This is an optimization exercise on Yosys and OpenROAD, whose aim is small area, not a production implementation. Only simulation tests tie the RTL to the original design; equivalence was not proved.

==> try-quartz <==
==> flow/design.v <==
package alu_pkg;
    localparam int DATA_W    = 16;
    localparam int FRAC_W    = 10;
    localparam int INST_W    = 4;
    localparam int ACC_W_DEF = 36;    
    typedef logic signed [DATA_W-1:0] data_t;
    localparam data_t DATA_MAX = {1'b0, {(DATA_W-1){1'b1}}};    
    localparam data_t DATA_MIN = {1'b1, {(DATA_W-1){1'b0}}};    
    typedef enum logic [INST_W-1:0] {
        OP_ADD       = 0,
        OP_SUB       = 1,
        OP_MAC       = 2,
        OP_GRAY      = 4,
        OP_ROR       = 6,
        OP_CLZ       = 7,
        OP_TRANSPOSE = 9
    } op_e;
    localparam int MAT_N  = 8;
    localparam int ELEM_W = 2;
    typedef logic [$clog2(MAT_N)-1:0] idx_t;    
endpackage
`timescale 1ns/1ns
module alu (
    input  logic        i_clk,
    input  logic        i_rst_n,
    input  logic        i_in_valid,
    input  logic [3:0]  i_inst,
    input  logic [15:0] i_data_a,
    input  logic [15:0] i_data_b,
    output logic        o_busy,
    output logic        o_out_valid,
    output logic [15:0] o_data
);
    logic       tp;
    logic [2:0] cnt;
    logic       in_tp;
    logic       loading;
    logic       accept;
    assign in_tp   = (i_inst == 4'd9);
    assign loading = o_busy & tp & ~o_out_valid;
    assign accept  = i_in_valid & (~o_busy | loading);
    always_ff @(posedge i_clk or negedge i_rst_n) begin
        if (!i_rst_n) begin
            o_busy      <= 1'b0;
            o_out_valid <= 1'b0;
            tp          <= 1'b0;
            cnt         <= 3'd0;
        end else begin
            if (!o_busy) begin
                if (i_in_valid) begin
                    o_busy      <= 1'b1;
                    o_out_valid <= ~in_tp;
                    tp          <= in_tp;
                    if (in_tp) cnt <= cnt + 3'd1;
                end
            end else if (!tp) begin
                o_busy      <= 1'b0;
                o_out_valid <= 1'b0;
            end else if (!o_out_valid) begin
                if (i_in_valid) begin
                    cnt <= cnt + 3'd1;
                    if (cnt == 3'd7) o_out_valid <= 1'b1;
                end
            end else begin
                cnt <= cnt + 3'd1;
                if (cnt == 3'd7) begin
                    o_busy      <= 1'b0;
                    o_out_valid <= 1'b0;
                end
            end
        end
    end
    logic [15:0] w [8];
    logic        shift_col;
    assign shift_col = o_busy | in_tp;
    always_ff @(posedge i_clk) begin
        if (accept) begin
            w[7] <= i_data_a;
            w[6] <= shift_col ? w[7] : i_data_b;
            w[5][15:4] <= w[6][15:4];
            w[5][3:0]  <= shift_col ? w[6][3:0] : i_inst;
            for (int k = 0; k < 5; k++) w[k] <= w[k+1];
        end
    end
    logic [15:0] ra, rb;
    logic [3:0]  rop;
    assign ra  = w[7];
    assign rb  = w[6];
    assign rop = w[5][3:0];
    logic op_mac, op_addsub, op_sub;
    assign op_mac    = (rop == 4'd2);
    assign op_addsub = (rop[3:1] == 3'd0);
    assign op_sub    = rop[0];
    logic signed [15:0] m_a;
    logic signed [8:0]  m_b;
    logic signed [24:0] prod;
    logic        [36:0] x_add;
    logic               cin;
    logic        [36:0] sum;
    logic        [36:0] acc;
    logic               use_acc;
    assign m_a = o_busy ? ra : i_data_a;
    assign m_b = o_busy ? (op_mac ? {rb[15], rb[15:8]} : 9'd4) : {1'b0, i_data_b[7:0]};
    assign prod = m_a * m_b;
    assign use_acc = ~o_busy | op_mac;
    assign cin     = o_busy & ~op_mac & op_sub;
    assign x_add   = use_acc ? acc
                   : {{19{rb[15] ^ op_sub}}, rb ^ {16{op_sub}}, op_sub, op_sub};
    assign sum     = x_add + {{12{prod[24]}}, prod} + {36'd0, cin};
    logic [36:0] s2;
    logic        s2_mid_zero;
    logic        s2_hi, s2_lo;
    logic [36:0] acc_clamp;
    assign s2          = {sum[28:0], acc[36:29]};
    assign s2_mid_zero = (s2[34:9] == 26'd0);
    assign s2_hi       = ~s2[36] & s2[35] & ~s2_mid_zero;
    assign s2_lo       = s2[36] & (~s2[35] | s2_mid_zero);
    assign acc_clamp   = s2_hi ? {2'b01, 26'd0, 9'h1FF}
                       : s2_lo ? {2'b11, 25'd0, 1'b1, 9'd0}
                       : s2;
    logic mac_p1, mac_p2;
    assign mac_p1 = ~o_busy & i_in_valid & (i_inst == 4'd2);
    assign mac_p2 = o_busy & ~tp & op_mac;
    always_ff @(posedge i_clk or negedge i_rst_n) begin
        if (!i_rst_n) begin
            acc <= 37'd512;
        end else if (mac_p1) begin
            acc <= {sum[7:0], sum[36:8]};
        end else if (mac_p2) begin
            acc <= acc_clamp;
        end
    end
    logic [15:0] arith_res;
    logic        ovf;
    assign ovf       = ~((sum[28:17] == 12'd0) | (sum[28:17] == 12'hFFF));
    assign arith_res = ovf ? (sum[28] ? 16'h8000 : 16'h7FFF) : sum[17:2];
    logic [15:0] gray_res, ror_res, clz_res;
    logic [31:0] rot_wide;
    logic [4:0]  lz;
    assign gray_res = ra ^ (ra >> 1);
    assign rot_wide = {ra, ra} >> rb;
    assign ror_res  = rot_wide[15:0];
    always_comb begin
        lz = 5'd16;
        for (int i = 0; i < 16; i++) begin
            if (ra[i]) lz = 5'(15 - i);
        end
    end
    assign clz_res = {11'd0, lz};
    logic [15:0] row;
    always_comb begin
        for (int c = 0; c < 8; c++) begin
            row[15-2*c -: 2] = w[c][15-2*cnt -: 2];
        end
    end
    always_comb begin
        if (tp) begin
            o_data = row;
        end else begin
            case (rop)
                4'd0, 4'd1, 4'd2: o_data = arith_res;
                4'd4:             o_data = gray_res;
                4'd6:             o_data = ror_res;
                4'd7:             o_data = clz_res;
                default:          o_data = 16'd0;
            endcase
        end
    end
endmodule
==> flow/run.sh <==
#!/bin/bash
# synth_recipe.tcl (not shown) runs the flow's synth.tcl, then flattens the netlist and writes it again
# the make line also repeats each setting of config.mk as NAME=value (left out here)
make -C /OpenROAD-flow-scripts/flow DESIGN_CONFIG=/design/flow/config.mk WORK_HOME=/design/flow/orfs CLKGATE_MAP_FILE= SYNTH_SCRIPT=/design/flow/synth_recipe.tcl finish
==> flow/config.mk <==
export PLATFORM = sky130hd
export DESIGN_NAME = alu
export DESIGN_NICKNAME = alu
export VERILOG_FILES = /design/flow/design.v
export SDC_FILE = /design/flow/constraint.sdc
export NUM_CORES = 4
export LEC_CHECK = 0
export CAP_MARGIN = 20
export CORE_MARGIN = 2
export CORE_UTILIZATION = 40
export SLEW_MARGIN = 20
==> flow/constraint.sdc <==
create_clock -name core_clock -period 11.0 [get_ports {i_clk}]
set_input_delay 2.2000 -clock core_clock [delete_from_list [all_inputs] [get_ports {i_clk}]]
set_output_delay 2.2000 -clock core_clock [all_outputs]
set_load 0.01 [all_outputs]
==> try-xenon (differences from try-quartz) <==
==> flow/design.v (replaced) <==
package alu_pkg;
    localparam int DATA_W    = 16;
    localparam int FRAC_W    = 10;
    localparam int INST_W    = 4;
    localparam int ACC_W_DEF = 36;    
    typedef logic signed [DATA_W-1:0] data_t;
    localparam data_t DATA_MAX = {1'b0, {(DATA_W-1){1'b1}}};    
    localparam data_t DATA_MIN = {1'b1, {(DATA_W-1){1'b0}}};    
    typedef enum logic [INST_W-1:0] {
        OP_ADD       = 0,
        OP_SUB       = 1,
        OP_MAC       = 2,
        OP_GRAY      = 4,
        OP_ROR       = 6,
        OP_CLZ       = 7,
        OP_TRANSPOSE = 9
    } op_e;
    localparam int MAT_N  = 8;
    localparam int ELEM_W = 2;
    typedef logic [$clog2(MAT_N)-1:0] idx_t;    
endpackage
`timescale 1ns/1ns
module alu (
    input  logic        i_clk,
    input  logic        i_rst_n,
    input  logic        i_in_valid,
    input  logic [3:0]  i_inst,
    input  logic [15:0] i_data_a,
    input  logic [15:0] i_data_b,
    output logic        o_busy,
    output logic        o_out_valid,
    output logic [15:0] o_data
);
    logic       tp;
    logic [2:0] cnt;
    logic       in_tp;
    logic       loading;
    logic       accept;
    logic       single;
    logic       last_col;
    assign in_tp    = (i_inst == 4'd9);
    assign loading  = o_busy & tp & ~o_out_valid;
    assign accept   = i_in_valid & (~o_busy | loading);
    assign single   = i_in_valid & ~o_busy & ~in_tp;
    assign last_col = i_in_valid & loading & (cnt == 3'd7);
    always_ff @(posedge i_clk or negedge i_rst_n) begin
        if (!i_rst_n) begin
            o_busy      <= 1'b0;
            o_out_valid <= 1'b0;
            tp          <= 1'b0;
            cnt         <= 3'd0;
        end else begin
            if (!o_busy) begin
                if (i_in_valid) begin
                    o_busy      <= 1'b1;
                    o_out_valid <= ~in_tp;
                    tp          <= in_tp;
                    if (in_tp) cnt <= cnt + 3'd1;
                end
            end else if (!tp) begin
                o_busy      <= 1'b0;
                o_out_valid <= 1'b0;
            end else if (!o_out_valid) begin
                if (i_in_valid) begin
                    cnt <= cnt + 3'd1;
                    if (cnt == 3'd7) o_out_valid <= 1'b1;
                end
            end else begin
                cnt <= cnt + 3'd1;
                if (cnt == 3'd7) begin
                    o_busy      <= 1'b0;
                    o_out_valid <= 1'b0;
                end
            end
        end
    end
    logic [15:0] w [8];
    always_ff @(posedge i_clk) begin
        if (accept) begin
            w[7] <= i_data_a;
            for (int k = 0; k < 7; k++) w[k] <= w[k+1];
        end
    end
    logic op_mac, op_addsub, op_sub;
    assign op_mac    = (i_inst == 4'd2);
    assign op_addsub = (i_inst[3:1] == 3'd0);
    assign op_sub    = i_inst[0];
    logic [15:0] m_a;
    logic [15:0] m_b;
    logic [36:0] x_add;
    logic        cin;
    logic [36:0] sum;
    logic [36:0] acc;
    assign m_a = i_data_a;
    assign m_b = op_mac ? i_data_b : 16'h0400;
    logic [7:0]  bz_one, bz_two, bz_neg;
    logic [16:0] pp   [8];
    logic [36:0] prow [8];
    logic [36:0] negs;
    always_comb begin
        negs = '0;
        for (int i = 0; i < 8; i++) begin
            logic b0, b1, bm;
            bm = (i == 0) ? 1'b0 : m_b[2*i-1];
            b0 = m_b[2*i];
            b1 = m_b[2*i+1];
            bz_one[i] = b0 ^ bm;
            bz_two[i] = (b1 & ~b0 & ~bm) | (~b1 & b0 & bm);
            bz_neg[i] = b1;
            for (int j = 0; j < 17; j++) begin
                logic aj, ajm;
                aj  = (j == 16) ? m_a[15] : m_a[j];
                ajm = (j == 0) ? 1'b0 : m_a[j-1];
                pp[i][j] = ((bz_one[i] & aj) | (bz_two[i] & ajm)) ^ bz_neg[i];
            end
            prow[i] = 37'({~pp[i][16], pp[i][15:0]}) << (2*i);
            negs[2*i] = bz_neg[i];
        end
    end
    localparam logic [36:0] K_SIGN = -(37'h1_0000 + 37'h4_0000 + 37'h10_0000 + 37'h40_0000
                                     + 37'h100_0000 + 37'h400_0000 + 37'h1000_0000
                                     + 37'h4000_0000);
    assign cin   = ~op_mac & op_sub;
    assign x_add = op_mac ? acc
                 : {{11{i_data_b[15] ^ op_sub}}, i_data_b ^ {16{op_sub}}, {10{op_sub}}};
    assign sum   = x_add + prow[0] + prow[1] + prow[2] + prow[3] + prow[4] + prow[5]
                 + prow[6] + prow[7] + negs + K_SIGN + {36'd0, cin};
    logic        mid_zero;
    logic        s_hi, s_lo;
    logic [36:0] acc_clamp;
    assign mid_zero  = (sum[34:9] == 26'd0);
    assign s_hi      = ~sum[36] & sum[35] & ~mid_zero;
    assign s_lo      = sum[36] & (~sum[35] | mid_zero);
    assign acc_clamp = s_hi ? {2'b01, 26'd0, 9'h1FF}
                     : s_lo ? {2'b11, 25'd0, 1'b1, 9'd0}
                     : sum;
    always_ff @(posedge i_clk or negedge i_rst_n) begin
        if (!i_rst_n) begin
            acc <= 37'd512;
        end else if (single & op_mac) begin
            acc <= acc_clamp;
        end
    end
    logic [15:0] arith_res;
    logic        ovf;
    assign ovf       = ~((sum[36:25] == 12'd0) | (sum[36:25] == 12'hFFF));
    assign arith_res = ovf ? (sum[36] ? 16'h8000 : 16'h7FFF) : sum[25:10];
    logic [15:0] ra, rb;
    logic [15:0] gray_res, ror_res, clz_res;
    logic [31:0] rot_wide;
    logic [4:0]  lz;
    assign ra = i_data_a;
    assign rb = i_data_b;
    assign gray_res = ra ^ (ra >> 1);
    assign rot_wide = {ra, ra} >> rb;
    assign ror_res  = rot_wide[15:0];
    always_comb begin
        lz = 5'd16;
        for (int i = 0; i < 16; i++) begin
            if (ra[i]) lz = 5'(15 - i);
        end
    end
    assign clz_res = {11'd0, lz};
    logic [15:0] row0, rown;
    logic [2:0]  rsel;
    assign rsel = cnt + 3'd1;
    always_comb begin
        for (int c = 0; c < 7; c++) begin
            row0[15-2*c -: 2] = w[c+1][15:14];
        end
        row0[1:0] = i_data_a[15:14];
        for (int c = 0; c < 8; c++) begin
            rown[15-2*c -: 2] = w[c][15-2*rsel -: 2];
        end
    end
    logic [15:0] res;
    always_comb begin
        case (i_inst)
            4'd0, 4'd1, 4'd2: res = arith_res;
            4'd4:             res = gray_res;
            4'd6:             res = ror_res;
            4'd7:             res = clz_res;
            default:          res = 16'd0;
        endcase
    end
    always_ff @(posedge i_clk) begin
        if (single) begin
            o_data <= res;
        end else if (last_col) begin
            o_data <= row0;
        end else if (o_out_valid & tp) begin
            o_data <= rown;
        end
    end
endmodule
==> try-willow (differences from try-quartz) <==
--- a/flow/design.v
+++ b/flow/design.v
@@ -92,20 +92,49 @@
     assign op_addsub = (rop[3:1] == 3'd0);
     assign op_sub    = rop[0];
-    logic signed [15:0] m_a;
-    logic signed [8:0]  m_b;
-    logic signed [24:0] prod;
-    logic        [36:0] x_add;
-    logic               cin;
-    logic        [36:0] sum;
-    logic        [36:0] acc;
-    logic               use_acc;
-    assign m_a = o_busy ? ra : i_data_a;
-    assign m_b = o_busy ? (op_mac ? {rb[15], rb[15:8]} : 9'd4) : {1'b0, i_data_b[7:0]};
-    assign prod = m_a * m_b;
+    logic [15:0] m_a;
+    logic [7:0]  m_b;
+    logic        m_sgn;
+    logic [36:0] x_add;
+    logic        cin;
+    logic [36:0] sum;
+    logic [36:0] acc;
+    logic        use_acc;
+    assign m_a   = o_busy ? ra : i_data_a;
+    assign m_b   = o_busy ? (op_mac ? rb[15:8] : 8'd4) : i_data_b[7:0];
+    assign m_sgn = o_busy;
+    logic [3:0]  bz_one, bz_two, bz_neg;
+    logic [16:0] pp   [4];
+    logic [36:0] prow [4];
+    logic [36:0] row4;
+    logic [36:0] negs;
+    logic        d4;
+    always_comb begin
+        for (int i = 0; i < 4; i++) begin
+            logic b0, b1, bm;
+            bm = (i == 0) ? 1'b0 : m_b[2*i-1];
+            b0 = m_b[2*i];
+            b1 = m_b[2*i+1];
+            bz_one[i] = b0 ^ bm;
+            bz_two[i] = (b1 & ~b0 & ~bm) | (~b1 & b0 & bm);
+            bz_neg[i] = b1;
+            for (int j = 0; j < 17; j++) begin
+                logic aj, ajm;
+                aj  = (j == 16) ? m_a[15] : m_a[j];
+                ajm = (j == 0) ? 1'b0 : m_a[j-1];
+                pp[i][j] = ((bz_one[i] & aj) | (bz_two[i] & ajm)) ^ bz_neg[i];
+            end
+            prow[i] = 37'({~pp[i][16], pp[i][15:0]}) << (2*i);
+        end
+        d4   = m_b[7] & ~m_sgn;
+        row4 = 37'({~(d4 & m_a[15]), {15{d4}} & m_a[14:0]}) << 8;
+        negs = 37'({bz_neg[3], 1'b0, bz_neg[2], 1'b0, bz_neg[1], 1'b0, bz_neg[0]});
+    end
+    localparam logic [36:0] K_SIGN = -(37'h1_0000 + 37'h4_0000 + 37'h10_0000 + 37'h40_0000 + 37'h80_0000);
     assign use_acc = ~o_busy | op_mac;
     assign cin     = o_busy & ~op_mac & op_sub;
     assign x_add   = use_acc ? acc
                    : {{19{rb[15] ^ op_sub}}, rb ^ {16{op_sub}}, op_sub, op_sub};
-    assign sum     = x_add + {{12{prod[24]}}, prod} + {36'd0, cin};
+    assign sum     = x_add + prow[0] + prow[1] + prow[2] + prow[3] + row4 + negs
+                   + K_SIGN + {36'd0, cin};
     logic [36:0] s2;
     logic        s2_mid_zero;
==> results.toml <==
[run_status]
status = "finished with violations"
layout.failed_checks = "negative setup slack"

[final_layout]
finish.utilization = 0.532
fraction_of_area_in_multi_input_gates = 0.541

[sta]
finalSetupViolCount = 16
final_critical_path_setup_slack_ps = -1290

[detailed_routing]
met3_wirelength_um = 2610

[synth]
synth_async_sr_flop_share = 0.251
the above is filed under try-quartz

==> results.toml <==
[run_status]
status = "timing/DRC/antenna clean"

[sta]
finalSetupViolCount = 0
final_critical_path_setup_slack_ps = 170

[detailed_routing]
detail_route.wirelength.met1_um = 25100
met3_wirelength_um = 3640

[min_path]
worstHoldPathType = "reg -> reg"

[critical_path]
critical_path_arrival_ps = 8630

[final_layout]
finish.utilization = 0.525
final_cell_area_mm2 = 0.0214

[synth]
yosys-top-cells-area = "sky130_fd_sc_hd__edfxtp_1, sky130_fd_sc_hd__ha_1, sky130_fd_sc_hd__fa_1"
the above is filed under try-willow

==> results.toml <==
[synth]
synth_async_sr_flop_share = 0.230

[sta]
final_critical_path_setup_slack_ps = 810
finalSetupViolCount = 0

[final_layout]
finish.utilization = 0.441

[run_status]
status = "timing/DRC/antenna clean"
the above is filed under try-xenon

## what the ideal ports hide
In the flow no input, the clock included, has a driving cell. The finished layouts below were timed again as built, in two steps. Step 1 assumes that a clkbuf_16 drives the clock port and a buf_2 every other input. Step 2, shift: input delay + t, output delay - t, t = (earliest + latest rising clock arrival at the registers) / 2. This alone moves slack from input paths to output paths. Slacks: ideal / step 1 / step 2; pairs: ideal / step 1.
run | t, ns | setup WS [ns] | clock arrival spread, ns
try-quartz | 0.492 | -1.294 / -1.331 / -1.331 | 0.016 / 0.017
try-xenon | 0.489 | 0.810 / 0.843 / 0.354 | 0.013 / 0.014
try-willow | 0.493 | 0.170 / 0.094 / 0.094 | 0.016 / 0.016
The setup slack of try-xenon, which loses most, moves by +0.033 ns with the drivers and by -0.456 ns with both steps.
